What follows belongs to an exercise in optimizing a design on an open flow for small area, a short achievable clock period and few clock cycles per item; a production flow would make more cautious choices.
Function was checked by simulation only, so behaviour that the tests miss may differ from the original.
No activity file was given, so power comes from the tool's default toggle rates.

==> flow/design.v (excerpt) <==
module axi_copy_master
#(
    parameter int unsigned ADDR_WTH  = 32,
    parameter int unsigned DATA_WTH  = 256,
    parameter int unsigned ID_WIDTH  = 4,
    parameter int unsigned BUF_DEPTH = 16,
    parameter int unsigned AXI_ID    = 0
) (
    input  logic                  clk_i,
    input  logic                  rst_i,
    input  logic                  cmd_valid,
    output logic                  cmd_ready,
    input  logic [ADDR_WTH-1:0]   cmd_src,
    input  logic [ADDR_WTH-1:0]   cmd_dst,
    input  logic [7:0]            cmd_len,
    output logic                  done,
    output logic                  err,
    output logic [ADDR_WTH-1:0]   awaddr,
    output logic [1:0]            awburst,
    output logic [3:0]            awcache,
    output logic [7:0]            awlen,
    output logic [ID_WIDTH-1:0]   awid,
    output logic                  awlock,
    output logic [2:0]            awprot,
    output logic [3:0]            awqos,
    output logic [3:0]            awregion,
    output logic [2:0]            awsize,
    output logic                  awvalid,
    input  logic                  awready,
    output logic [DATA_WTH-1:0]   wdata,
    output logic                  wlast,
    output logic [DATA_WTH/8-1:0] wstrb,
    output logic                  wvalid,
    input  logic                  wready,
    input  logic [1:0]            bresp,
    input  logic [ID_WIDTH-1:0]   bid,
    input  logic                  bvalid,
    output logic                  bready,
    output logic [ADDR_WTH-1:0]   araddr,
    output logic [1:0]            arburst,
    output logic [3:0]            arcache,
    output logic [7:0]            arlen,
    output logic [ID_WIDTH-1:0]   arid,
    output logic                  arlock,
    output logic [2:0]            arprot,
    output logic [3:0]            arqos,
    output logic [3:0]            arregion,
    output logic [2:0]            arsize,
    output logic                  arvalid,
    input  logic                  arready,
    input  logic [DATA_WTH-1:0]   rdata,
    input  logic                  rlast,
    input  logic [1:0]            rresp,
    input  logic [ID_WIDTH-1:0]   rid,
    input  logic                  rvalid,
    output logic                  rready
);
clock: 6.0 ns
lec_check: 0
abc_clock_period_in_ps: 2500
cap_margin: 20
core_margin: 2
core_utilization: 55
cts_cluster_diameter: 100
cts_cluster_size: 30
setup_slack_margin: 3.45
slew_margin: 40
standard.sh (not shown) runs the stock make flow with config.mk's settings and CLKGATE_MAP_FILE= SYNTH_SCRIPT=/design/flow/synth_recipe.tcl, a recipe that flattens the netlist after the stock synthesis.
==> flow/flow/run.sh <==
#!/bin/bash
set -euo pipefail
export BUFFER_PORTS_ARGS="-buffer_cell sky130_fd_sc_hd__buf_2"
bash standard.sh > standard.log 2>&1
The baseline completed without violations.
Testbench counts at the start, summed over its fixed seeds: cycles 8,625, items 512.
Change:
CORE_UTILIZATION = 50   (was 55)
SETUP_SLACK_MARGIN = 3.6   (was 3.45)
- worst setup slack gets worse by 0.080 ns
- total power climbs by 1.6%
- critical path depth drops by 1
- maximum frequency drops by 3.0%
- first-iteration DRC count is about the same
- count of clock-buffer cells in the layout climbs by 1
- hold slack gets worse by 0.050 ns
Change:
CORE_UTILIZATION = 55   (was 50)
PLACE_DENSITY = 0.7   (was default)
Outcome:
- first-iteration DRC count came out higher by 23%
- synthesized area does not change
- clock skew came out lower by 0.0047 ns
- total power came out lower by 0.39%
- core utilization came out higher by 5.3 points
- wire length came out lower by 4.9%
- die area came out lower by 9.0%
- global-route usage came out higher by 1.3 points
- clock power hardly moves
Change:
PLACE_DENSITY = default   (was 0.7)
SETUP_SLACK_MARGIN = 4.0   (was 3.6)
The new run finished clean.
Total power rose by 1.2%.
Final area came out higher by 6.7%.
Via count climbs by 6.4%.
Clock-buffer cell count came out lower by 4.
Critical path depth is unchanged.
Hold slack got worse by 0.070 ns.
Global-route usage rises by 5.7 points.
Core utilization rose by 4.1 points.
Non-clock buffer count went up by 360.
Clock power barely changes.
Change:
SETUP_SLACK_MARGIN = 3.6   (was 4.0)
=> The changed run finished clean. Via count shrinks by 7.3%. Routed wire length fell by 17%. Synthesized area does not change. Worst setup slack gains 0.021 ns.

---

axi_copy_master again, from the RTL that the note above started with.
clock: 6.0 ns
lec_check: 0
abc_clock_period_in_ps: 2500
cap_margin: 20
core_margin: 2
core_utilization: 58
cts_cluster_diameter: 100
cts_cluster_size: 30
setup_slack_margin: 3.6
slew_margin: 40
Scripts as last shown in full above: flow/flow/run.sh
Testbench counts at the start, summed over its fixed seeds: cycles 8,625, items 512.
==> next run, changes <==
--- a/flow/flow/run.sh
+++ b/flow/flow/run.sh
@@ -3,0 +4 @@
+export GLOBAL_PLACEMENT_ARGS="-timing_driven_nets_percentage 25 -timing_driven_net_weight_max 4"
Settings changed: CORE_UTILIZATION 58 to 55.
The new run finished clean.
Cell area rises by about 0.54%.
Power rose by about 1.1%.
Final cell count grows by 1.9%.
Hold slack loses 0.26 ns.
Core utilization decreases by 3.0 points.
Synthesized area does not change.
Sequential cell count is unchanged.
Maximum frequency shrinks by about 0.7%.
Worst setup slack gets worse by 0.019 ns.
Clock-buffer cell count is lower by 6.
Critical path depth does not change.

---

== v6 ==
axi_copy_master, a different RTL version from the one above (not shown whole).
For scale: roughly 7900 cells after synthesis, ~780 I/O pins, about 140000 µm² of cells after synthesis.
clock: 6.0 ns
lec_check: 0
abc_clock_period_in_ps: 2500
cap_margin: 20
core_margin: 2
core_utilization: 55
cts_cluster_diameter: 100
cts_cluster_size: 30
setup_slack_margin: 3.3
slew_margin: 40
==> flow/flow/run.sh <==
#!/bin/bash
set -euo pipefail
export BUFFER_PORTS_ARGS="-buffer_cell sky130_fd_sc_hd__buf_2"
bash standard.sh > standard.log 2>&1
Testbench counts of v6, summed over its fixed seeds: cycles 8,625, items 512.
Changes in v7 relative to v6:
Settings: clearing CTS_CLUSTER_DIAMETER, which used to be 100; clearing CTS_CLUSTER_SIZE, which used to be 30.
### Flow results
- Met1 capacity usage during global routing in v7 vs v6: up 0.47 points
- In the flow results for v7 and v6, the all-layer global routing usage is larger on v7.
- v6 → v7: post-layout instance area moved up, top achievable clock speed moved down, met1 layer wirelength in the final routing moved up.
- v6 has a higher share of power burned in combinational logic than v7.
- v7 ran to completion and came out clean on the timing, design-rule and antenna checks.
- Cmp v7 and v6 / clock transition at the registers of the reported paths / higher: v6

[port drivers added, routing unchanged]
No port has a modelled driver above. Below, the same layouts with a new extraction and two added sets of constraints. Step 1: set_driving_cell puts a clkbuf_16 on clk_i and a buf_2 on each other input, an assumption about the parent block. Step 2 times the ports against the registers' clock, not the clock port: input delays grow and output delays shrink by t, the midpoint of the rising clock arrivals with the driver on. Three values: ideal ports, drivers, drivers and shift; two values: the first two.
| run | t, ns | setup WS [ns] | worst hold slack (ns) | worst register clock-pin slew, ns |
|---|---|---|---|---|
| the first run of note 1 | 0.957 | 3.367 / 3.264 / 2.746 | 0.440 / 0.360 / 0.454 | 0.12 / 0.12 |
| the second run of note 1 | 0.994 | 3.287 / 3.185 / 2.934 | 0.390 / 0.349 / 0.456 | 0.12 / 0.12 |
| the third run of note 1 | 0.961 | 3.336 / 3.231 / 3.036 | 0.445 / 0.371 / 0.456 | 0.12 / 0.12 |
| the fourth run of note 1 | 0.968 | 3.378 / 3.268 / 3.143 | 0.375 / 0.304 / 0.455 | 0.12 / 0.12 |
| the fifth run of note 1 | 0.945 | 3.399 / 3.300 / 2.953 | 0.374 / 0.307 / 0.454 | 0.12 / 0.12 |
| the first run of note 2 | 0.949 | 3.370 / 3.273 / 3.025 | 0.441 / 0.365 / 0.455 | 0.12 / 0.12 |
| the second run of note 2 | 0.966 | 3.351 / 3.255 / 2.888 | 0.182 / 0.114 / 0.455 | 0.12 / 0.12 |
| v6 | 0.964 | 3.282 / 3.185 / 2.378 | 0.261 / 0.193 / 0.490 | 0.12 / 0.12 |
| v7 | 0.982 | 3.257 / 3.162 / 2.386 | 0.233 / 0.167 / 0.483 | 0.07 / 0.07 |
After both steps setup and hold are still met in every run listed. For v6, which loses most, drivers alone change the setup slack by -0.097 ns; drivers and shift together by -0.904 ns.
